This design comes from an exercise in tuning for small area, a short achievable clock period and few clock cycles on the open sky130 flow, not from production work.
Where RTL was checked, it was by simulation tests only, not by an equivalence proof against the original.
Power figures rest on the tool's default switching activity, not on a simulated workload.

==> flow/design.v <==
`timescale 1ns / 1ps
package tsf_pkg;
  localparam logic [15:0] HEADER_BYTES  = 16'd20;
  localparam logic [7:0]  TS_KIND       = 8'd8;
  localparam int          MIN_REMAIN    = 10;
  localparam logic [3:0]  TS_LAST_INDEX = 4'd9;
  localparam logic [3:0]  TS_VALUE_END  = 4'd5;
  localparam logic [15:0] POS_MAX       = 16'hFFFF;
  localparam logic [16:0] KIND_GAP = 17'(1 + MIN_REMAIN);
  localparam logic [16:0] LEN_GAP  = 17'(MIN_REMAIN - 1);
  localparam int QUEUE_DEPTH = 4;
  localparam int QUEUE_AW    = $clog2(QUEUE_DEPTH);
  typedef enum logic [1:0] {
    PH_WAIT,
    PH_LEN,
    PH_CAPTURE
  } phase_t;
  typedef enum logic [1:0] {
    OUT_NONE,
    OUT_MISS,
    OUT_HIT
  } outcome_t;
  typedef struct packed {
    logic [7:0]  data;
    logic        first;
    logic        last;
    logic [15:0] total_length;
    logic [15:0] pos;
    logic [16:0] pos_len;
    logic        kind_fail;
  } beat_t;
  typedef struct packed {
    logic        found;
    logic [7:0]  option_kind;
    logic [7:0]  option_length;
    logic [31:0] ts_value;
    logic [31:0] ts_echo;
  } result_t;
endpackage
`timescale 1ns / 1ps
module tsf_len_rows
(
  input  logic [15:0] a,
  input  logic [7:0]  d,
  input  logic [15:0] l,
  output logic        k15,
  output logic        ghi,
  output logic        phi,
  output logic        loa,
  output logic        lob
);
  always_comb begin
    logic [15:0] xs;
    logic [15:0] s;
    logic [15:0] k;
    logic [15:0] b;
    logic [15:0] g;
    logic [15:0] pr;
    logic [6:0]  g1, p1;
    logic [3:0]  g2, p2;
    logic [1:0]  g3, p3;
    logic [2:0]  xa, xb;
    logic [2:0]  sa, sb, ka, kb, ba, bb;
    xs = {8'd0, d};
    s  = a ^ xs ^ ~l;
    k  = (a & xs) | (a & ~l) | (xs & ~l);
    b  = {k[14:0], 1'b0};
    g  = s & b;
    pr = s | b;
    for (int m = 0; m < 6; m++) begin
      g1[m] = g[2*m + 4] | (pr[2*m + 4] & g[2*m + 3]);
      p1[m] = pr[2*m + 4] & pr[2*m + 3];
    end
    g1[6] = g[15];
    p1[6] = pr[15];
    for (int m = 0; m < 3; m++) begin
      g2[m] = g1[2*m + 1] | (p1[2*m + 1] & g1[2*m]);
      p2[m] = p1[2*m + 1] & p1[2*m];
    end
    g2[3] = g1[6];
    p2[3] = p1[6];
    for (int m = 0; m < 2; m++) begin
      g3[m] = g2[2*m + 1] | (p2[2*m + 1] & g2[2*m]);
      p3[m] = p2[2*m + 1] & p2[2*m];
    end
    k15 = k[15];
    ghi = g3[1] | (p3[1] & g3[0]);
    phi = p3[1] & p3[0];
    xa  = d[2:0];
    xb  = {d[2], 2'b10};
    sa  = a[2:0] ^ xa ^ ~l[2:0];
    sb  = a[2:0] ^ xb ^ ~l[2:0];
    ka  = (a[2:0] & xa) | (a[2:0] & ~l[2:0]) | (xa & ~l[2:0]);
    kb  = (a[2:0] & xb) | (a[2:0] & ~l[2:0]) | (xb & ~l[2:0]);
    ba  = {ka[1:0], 1'b0};
    bb  = {kb[1:0], 1'b0};
    loa = (sa[2] & ba[2]) | ((sa[2] | ba[2]) & ((sa[1] & ba[1]) | ((sa[1] | ba[1]) & sa[0] & ba[0])));
    lob = (sb[2] & bb[2]) | ((sb[2] | bb[2]) & ((sb[1] & bb[1]) | ((sb[1] | bb[1]) & sb[0] & bb[0])));
  end
endmodule
module tsf_pos_next
(
  input  logic        take,
  input  logic        first,
  input  logic [15:0] pos9,
  input  logic        pos_ovf,
  input  logic [16:0] inc,
  output logic [15:0] pos9_n,
  output logic        pos_ovf_n
);
  assign pos9_n    = !take ? pos9    : first ? 16'd10 : inc[15:0];
  assign pos_ovf_n = !take ? pos_ovf : !first && (pos_ovf || inc[16]);
endmodule
`timescale 1ns / 1ps
module tcp_timestamp_option_finder
(
  input  logic        clk,
  input  logic        rst,
  input  logic        in_valid,
  output logic        in_ready,
  input  logic [7:0]  data_byte,
  input  logic        first_byte,
  input  logic        last_byte,
  input  logic [15:0] total_length,
  output logic        out_valid,
  input  logic        out_ready,
  output logic        found,
  output logic [7:0]  option_kind,
  output logic [7:0]  option_length,
  output logic [31:0] ts_value,
  output logic [31:0] ts_echo
);
  logic        fv;
  logic [7:0]  fd;
  logic        ff;
  logic        fl;
  logic        ffaild;     
  logic        ffail2;     
  logic [15:0] pos9;       
  logic        pos_ovf;    
  logic [7:0]  cnt;
  logic        czero;      
  logic        st_len;     
  logic        st_cap;     
  logic        st_done;    
  logic [71:0] res;        
  logic        take;
  logic        in_faild, in_fail2;
  logic [16:0] p_inc;
  logic        len_k15, len_ghi, len_phi, len_loa, len_lob;
  logic [15:0] pos9_n;
  logic        pos_ovf_n;
  logic        go;
  logic        harmless;
  logic        e_len, e_cap, e_done, e_wait, e_czero;
  logic        d_le1, d_is8, d_is0;
  logic [7:0]  c;
  logic [7:0]  fx;
  logic        at_start;
  logic        hit, miss, settle;
  logic        len_n, cap_n, done_n, czero_n;
  logic [7:0]  cnt_n;
  logic        res_shift, res_hold;
  logic        fv_n, out_valid_n, settled_n, harmless_n;
  assign take   = in_valid && in_ready;
  tsf_len_rows u_len_rows (
    .a   (pos9),
    .d   (data_byte),
    .l   (total_length),
    .k15 (len_k15),
    .ghi (len_ghi),
    .phi (len_phi),
    .loa (len_loa),
    .lob (len_lob)
  );
  assign in_faild = pos_ovf || len_k15 || len_ghi || (len_phi && len_loa);
  assign in_fail2 = pos_ovf || len_k15 || len_ghi || (len_phi && len_lob);
  tsf_pos_next u_pos_next (
    .take      (take),
    .first     (first_byte),
    .pos9      (pos9),
    .pos_ovf   (pos_ovf),
    .inc       (p_inc),
    .pos9_n    (pos9_n),
    .pos_ovf_n (pos_ovf_n)
  );
  assign p_inc  = {1'b0, pos9} + 17'd1;
  assign harmless = (st_done && !ff) || (ff && !fl);
  assign go       = fv && (!out_valid || harmless);
  assign e_len   = !ff && st_len;
  assign e_cap   = !ff && st_cap;
  assign e_done  = !ff && st_done;
  assign e_wait  = ff || !(st_len || st_cap || st_done);
  assign e_czero = !ff && czero;
  assign c       = ff ? 8'd20 : cnt;
  assign d_le1   = fd[7:1] == 7'd0;
  assign d_is8   = fd == 8'd8;
  assign d_is0   = fd == 8'd0;
  assign fx      = {fd[7:2], fd[1] | d_le1, fd[0] && !d_le1};
  assign at_start = e_wait && e_czero;
  always_comb begin
    hit     = e_cap && e_czero;
    miss    = (at_start && d_le1 && ffail2) ||
              (e_len && (d_is0 || (d_le1 ? ffail2 : ffaild)));
    len_n   = at_start && !d_le1 && !d_is8;
    cap_n   = (at_start && d_is8) || (e_cap && !e_czero);
    if (e_len)                  cnt_n = fx - 8'd2;
    else if (at_start && d_is8) cnt_n = 8'd8;
    else if (at_start)          cnt_n = 8'd0;
    else                        cnt_n = c - 8'd1;
    if (e_len)                  czero_n = fd[7:2] == 6'd0 && !(fd[1] && fd[0]);   
    else if (at_start)          czero_n = !d_is8;
    else                        czero_n = !ff && cnt == 8'd1;
    if (!e_done && !hit && fl) miss = 1'b1;
  end
  assign settle = (hit || miss) && !e_done;
  assign done_n = e_done || settle;
  assign res_shift = fv && !out_valid && e_cap && (!fl || czero);
  assign res_hold  = !(fv && !out_valid);
  assign fv_n        = take || (fv && !go);
  assign out_valid_n = (go && settle) || (out_valid && !out_ready);
  assign settled_n   = go ? done_n : st_done;
  assign harmless_n  = take ? ((settled_n && !first_byte) || (first_byte && !last_byte))
                            : ((settled_n && !ff) || (ff && !fl));
  always_ff @(posedge clk) begin
    if (rst) begin
      fv        <= 1'b0;
      in_ready  <= 1'b1;
      pos9      <= 16'd9;
      pos_ovf   <= 1'b0;
      cnt       <= 8'd20;
      czero     <= 1'b0;
      st_len    <= 1'b0;
      st_cap    <= 1'b0;
      st_done   <= 1'b0;
      out_valid <= 1'b0;
    end else begin
      fv        <= fv_n;
      in_ready  <= !fv_n || !out_valid_n || harmless_n;
      out_valid <= out_valid_n;
      pos9      <= pos9_n;
      pos_ovf   <= pos_ovf_n;
      if (go) begin
        cnt     <= cnt_n;
        czero   <= czero_n;
        st_len  <= len_n && !done_n;
        st_cap  <= cap_n && !done_n;
        st_done <= done_n;
      end
    end
  end
  always_ff @(posedge clk) begin
    if (take) begin
      fd    <= data_byte;
      ff    <= first_byte;
      fl    <= last_byte;
      ffaild <= in_faild;
      ffail2 <= in_fail2;
    end
    res <= ({72{res_shift}} & {res[63:0], fd}) | ({72{res_hold}} & res);
    if (go && settle) found <= hit;
  end
  assign option_kind   = {4'd0, found, 3'd0};
  assign option_length = res[71:64];
  assign ts_value      = res[63:32];
  assign ts_echo       = res[31:0];
endmodule
export LEC_CHECK = 0
export CAP_MARGIN = 20
export CORE_MARGIN = 2
export CORE_UTILIZATION = 40
export CTS_BUF_LIST = sky130_fd_sc_hd__clkbuf_8
export PLACE_DENSITY = 0.6
export SETUP_SLACK_MARGIN = 3.8
export SLEW_MARGIN = 20
create_clock -name core_clock -period 6.0 [get_ports {clk}]
standard.sh (not shown) runs the stock make flow with config.mk's settings and CLKGATE_MAP_FILE= SYNTH_SCRIPT=/design/flow/synth_recipe.tcl, a recipe that flattens the netlist after the stock synthesis.
==> flow/flow/run.sh <==
#!/bin/bash
# Layout flow: the standard ORFS flow with two changes.
# - Synthesis leaves adders to abc (no ADDER_MAP_FILE): the design's only arithmetic is a
#   bound check written as a carry tree and two counters, which abc maps faster than the
#   full-adder cells. Registers are mapped exactly as in the standard synthesis.
# - The port buffers that placement inserts are plain sky130_fd_sc_hd__buf_1 cells (ORFS
#   otherwise picks a delay buffer).
# Every ORFS step keeps its own log under orfs/logs/; make's output goes to standard.log.
set -euo pipefail
cd "$(dirname "$0")/.."
export ADDER_MAP_FILE=
export BUFFER_PORTS_ARGS="-buffer_cell sky130_fd_sc_hd__buf_1"
bash standard.sh > standard.log 2>&1
Testbench counts at the start, summed over its fixed seeds: cycles 24,217.
Then changed:
--- a/flow/config.mk
+++ b/flow/config.mk
@@ -10 +10 @@
-export CORE_UTILIZATION = 40
+export CORE_UTILIZATION = 60
@@ -12,2 +12,2 @@
-export PLACE_DENSITY = 0.6
-export SETUP_SLACK_MARGIN = 3.8
+export PLACE_DENSITY = 0.75
+export SETUP_SLACK_MARGIN = 3.6
After rerunning: Register-to-register slack is worse by 150 ps; utilization grows by 20 points; die area shrinks by 32%; maximum frequency rose by 0.66%; power came out lower by 6.2%; worst setup slack gets better by 16 ps; synthesized area does not change; sequential power stays flat; first-iteration DRC count went down by 40%.
Then changed:
--- a/flow/config.mk
+++ b/flow/config.mk
@@ -10 +10 @@
-export CORE_UTILIZATION = 60
+export CORE_UTILIZATION = 40
@@ -12,2 +12,2 @@
-export PLACE_DENSITY = 0.75
-export SETUP_SLACK_MARGIN = 3.6
+export PLACE_DENSITY = 0.6
+export SETUP_SLACK_MARGIN = 3.45
The new run finished with timing, DRC and antenna clean.
Maximum frequency drops by 2.7%.
Via count decreases by about 2.4%.
Non-clock buffer count stays the same.
Design area falls by 1.2%.
Then changed:
--- a/flow/config.mk
+++ b/flow/config.mk
@@ -10 +10 @@
-export CORE_UTILIZATION = 40
+export CORE_UTILIZATION = 75
@@ -12,2 +12,2 @@
-export PLACE_DENSITY = 0.6
-export SETUP_SLACK_MARGIN = 3.45
+export PLACE_DENSITY = 0.85
+export SETUP_SLACK_MARGIN = 3.6
Result:
- clock power came out higher by 37%
- synthesized cell count is unchanged
- die area drops by about 45%
- sequential power barely changes
- combinational power rises by 32%
- power grows by about 18%
- utilization increases by 46 points
- worst setup slack got worse by 90 ps
- wire length goes up by about 44%

run 1:
Starts from the design.v that is shown in full above.
==> flow/config.mk <==
export PLATFORM = sky130hd
export DESIGN_NAME = tcp_timestamp_option_finder
export DESIGN_NICKNAME = tcp_timestamp_option_finder
export VERILOG_FILES = /design/flow/design.v
export SDC_FILE = /design/flow/constraint.sdc
export NUM_CORES = 4
export LEC_CHECK = 0
export CAP_MARGIN = 20
export CORE_MARGIN = 2
export CORE_UTILIZATION = 60
export CTS_BUF_LIST = sky130_fd_sc_hd__clkbuf_8
export PLACE_DENSITY = 0.75
export SETUP_SLACK_MARGIN = 3.45
export SLEW_MARGIN = 20
==> flow/constraint.sdc <==
create_clock -name core_clock -period 6.0 [get_ports {clk}]
set_input_delay 1.2000 -clock core_clock [delete_from_list [all_inputs] [get_ports {clk}]]
set_output_delay 1.2000 -clock core_clock [all_outputs]
set_load 0.01 [all_outputs]
Scripts as last shown in full above: flow/flow/run.sh
Testbench counts of run 1, summed over its fixed seeds: cycles 24,217.
The following lists how run 2 was set up differently from run 1:
Settings: SETUP_SLACK_MARGIN now 3.6, was 3.45; PLACE_DENSITY now 0.6, was 0.75; CORE_UTILIZATION now 40, was 60.
Findings:
Run 2 went all the way through synthesis, placement and routing and the layout is clean on timing, DRC and antenna.
Highest clock rate: run 2 better than run 1
Taking run 1 as 1.0, run 2 lands at 1.07 on final routed wirelength across all metal layers.
The global-route usage of run 2 is lower than that of run 1.
For the buffers plus inverters on the worst setup path, run 2 came in 1 lower than run 1 did.
Run 2 ended up with a higher worst setup slack than run 1 did.
Switching power, run 1 and run 2, lower one = run 2.
Compared with run 1, run 2 degrades first-pass GRT wire length.
A timing startpoint of the critical path of data_byte[6] is what run 1 shows, while data_byte[4] belongs to run 2.
Full die area: run 1 and run 2 compared, lower one is run 1
Re cell count: run 1 was lower than run 2.
Setup changes, run 2 to run 3
Settings: a change of PLACE_DENSITY from 0.6 to 0.7; a change of CORE_UTILIZATION from 40 to 50.
==> run summary <==
- The run showing the greater cell count is run 2.
- Run 3 vs run 2: final non-filler cell area down in run 3
- Changes observed in run 3 relative to run 2: sequential share of power went up by 1.0 points; part of the total power dissipated in combinational logic essentially unchanged; number of instances in the placed design lower.
- Taking run 2 as the reference point, the placed cell area of run 3 falls by about 0.32%.
- Compared with run 2, run 3 shows total power lower by about 2%.
- What run 2 reported for die area has to be multiplied by 0.807 to get the figure for run 3.
- Against run 2, run 3 comes in 0.9 points lower on part of the power in the clock network.
- Changes observed in run 3 relative to run 2: post-CTS clock slew at the launch and capture registers of the worst setup and hold paths held, final worst slack now sits higher.
Changes in run 4 relative to run 3:
Settings: swapping 0.7 for 0.75 in PLACE_DENSITY; swapping 20 for 5 in SLEW_MARGIN; swapping 20 for 5 in CAP_MARGIN; swapping 50 for 60 in CORE_UTILIZATION.
## What came out
Fraction of layout instances using a drive strength above 1 for run 4: 0.45 points down relative to run 3. Taking run 3 as the reference, in run 4 area added between synthesis and finish lost 0.99 points, proportion of power drawn by the clock network increased by 1.1 points relative to the old numbers, worst hold slack shows an increase of 0.0043 ns, multi-input gate share of the layout cell area level. Going from run 3 to run 4, proportion of power drawn by combinational gates shrinks by 0.2 points. In run 4 relative to run 3, final cell count had gone down by a few percent. Per the comparison of run 4 with run 3, first-pass GRT wire length now sits at about the same level; share of power burned in registers now sits lower.

Setup of xenon:
Another version of the RTL of tcp_timestamp_option_finder (not shown whole).
Size: about 490 cells after synthesis, roughly 110 flip-flops, about 0.0051 mm^2 of cells after synthesis.
// tcp_timestamp_option_finder
module tcp_timestamp_option_finder
(
  input  logic        clk,
  input  logic        rst,
  input  logic        in_valid,
  output logic        in_ready,
  input  logic [7:0]  data_byte,
  input  logic        first_byte,
  input  logic        last_byte,
  input  logic [15:0] total_length,
  output logic        out_valid,
  input  logic        out_ready,
  output logic        found,
  output logic [7:0]  option_kind,
  output logic [7:0]  option_length,
  output logic [31:0] ts_value,
  output logic [31:0] ts_echo
);
export LEC_CHECK = 0
export CAP_MARGIN = 20
export CORE_MARGIN = 2
export CORE_UTILIZATION = 40
export PLACE_DENSITY = 0.6
export SLEW_MARGIN = 20
create_clock -name core_clock -period 6.0 [get_ports {clk}]
==> flow/flow/run.sh <==
#!/bin/bash
# Layout flow: the standard ORFS flow, with the port buffers that placement inserts
# made as plain sky130_fd_sc_hd__buf_1 cells (ORFS otherwise picks a delay buffer).
# Every ORFS step keeps its own log under orfs/logs/; make's output goes to standard.log.
set -euo pipefail
cd "$(dirname "$0")/.."
export BUFFER_PORTS_ARGS="-buffer_cell sky130_fd_sc_hd__buf_1"
bash standard.sh > standard.log 2>&1
Both conditions hold for xenon: the flow ran to the end and the final layout passed the timing, DRC and antenna checks.
### xenon -> willow
Settings: an added CTS_BUF_LIST of sky130_fd_sc_hd__clkbuf_4.
Notes after the runs:
Summary of willow over xenon: cell area after layout dropped about 4.7%, critical path data arrival time barely changed, total power draw dropped about 20%. Comparing clock insertion delay at the later pin of the skew report for willow and xenon, the bigger number came from willow. | fmax | lower: xenon |. Detail-routed net length per standard cell was lower in willow than in xenon. willow -> xenon: synthesized-area fraction occupied by xor and xnor cells delta 0, exact match. Of willow and xenon, it is willow that has the lower time the worst path needs with I/O delays and setup. Of the two values seen for power group with the largest share, the clock network was produced by xenon and sequential cells by willow. Compared with xenon, willow shows a lower switching power total. The more densely filled core belongs to xenon, not willow.
[inputs] violet vs willow
Settings: a deleted CTS_BUF_LIST that had been sky130_fd_sc_hd__clkbuf_4; an added SETUP_SLACK_MARGIN of 3.9.
Of violet and willow, the lower logic gate share of total power belongs to violet.
In terms of placed wire-length estimate after detailed placement, willow and violet differ only marginally.
Compared with willow, in violet setup slack grew by 0.38 ns; net total in the final layout grew by 42; final area grew by 25%.
violet: full flow OK, the timing, DRC and antenna checks passed
Between violet and willow, it is violet whose switching share of power is lower, by 3.0 points.
On violet: met1 routing resource usage after global routing is 0.15 points lower than what willow gave.
Taking willow as 1.0, violet lands at 1.3 on total chip power.
Compared to willow, the routing of violet uses more wire.
Per the comparison of violet with willow, count of clock-buffer cells in the layout +2, reported sequential group power closely matched the old numbers.
Edits applied to the flow inputs when going from violet to quartz:
Settings: setting CTS_BUF_LIST to sky130_fd_sc_hd__clkbuf_8 for the first time; removing SETUP_SLACK_MARGIN (formerly 3.9).
--- outcome ---
- Comparing violet and quartz, clock share of power is higher on violet.
- Leakage power of the design: quartz lower than violet
- quartz against violet: global-route usage went down 0.73 points, final standard cell utilization of the core has decreased, worst hold slack now larger.
- The final layout from quartz, which completed every stage, passed the timing, DRC and antenna checks at the end of the flow.
- Max overall power of the completed layout across violet and quartz: violet
No run of this note included a check of the RTL's function; only the layout flow was run.

-- afterwards: timing with drivers on the ports --
In the flow no input, the clock included, has a driving cell. The finished layouts below were timed again as built, in two steps. Step 1: set_driving_cell puts a clkbuf_16 on clk and a buf_2 on each other input, an assumption about the parent block. Step 2 moves the port delays by t, midway between the first and last clock arrival at a register: inputs arrive t later, outputs are due t later. That takes back most of the time a late clock gives input paths. Three values: ideal, step 1, step 2; two values: the first two.
run | shift t [ns] | slack for setup (ns) | slew at the worst register clock pin (ns)
the first run of note 1 | 0.451 | 3.635 / 3.610 / 3.160 | 0.07 / 0.07
the second run of note 1 | 0.457 | 3.651 / 3.654 / 3.197 | 0.08 / 0.08
the third run of note 1 | 0.459 | 3.585 / 3.595 / 3.137 | 0.07 / 0.07
the fourth run of note 1 | 0.463 | 3.495 / 3.462 / 2.999 | 0.08 / 0.08
run 1 | 0.455 | 3.596 / 3.605 / 3.151 | 0.08 / 0.08
run 2 | 0.454 | 3.606 / 3.612 / 3.159 | 0.08 / 0.08
run 3 | 0.449 | 3.679 / 3.690 / 3.241 | 0.08 / 0.08
run 4 | 0.457 | 3.651 / 3.654 / 3.197 | 0.08 / 0.08
xenon | 0.452 | 2.751 / 2.762 / 2.310 | 0.06 / 0.06
willow | 0.565 | 2.896 / 2.905 / 2.341 | 0.12 / 0.12
violet | 0.441 | 3.274 / 3.250 / 2.809 | 0.06 / 0.06
quartz | 0.470 | 2.778 / 2.787 / 2.317 | 0.08 / 0.08
After both steps setup and hold are still met in every run listed. The setup slack of willow, which loses most, moves by +0.009 ns with the drivers and by -0.555 ns with both steps.
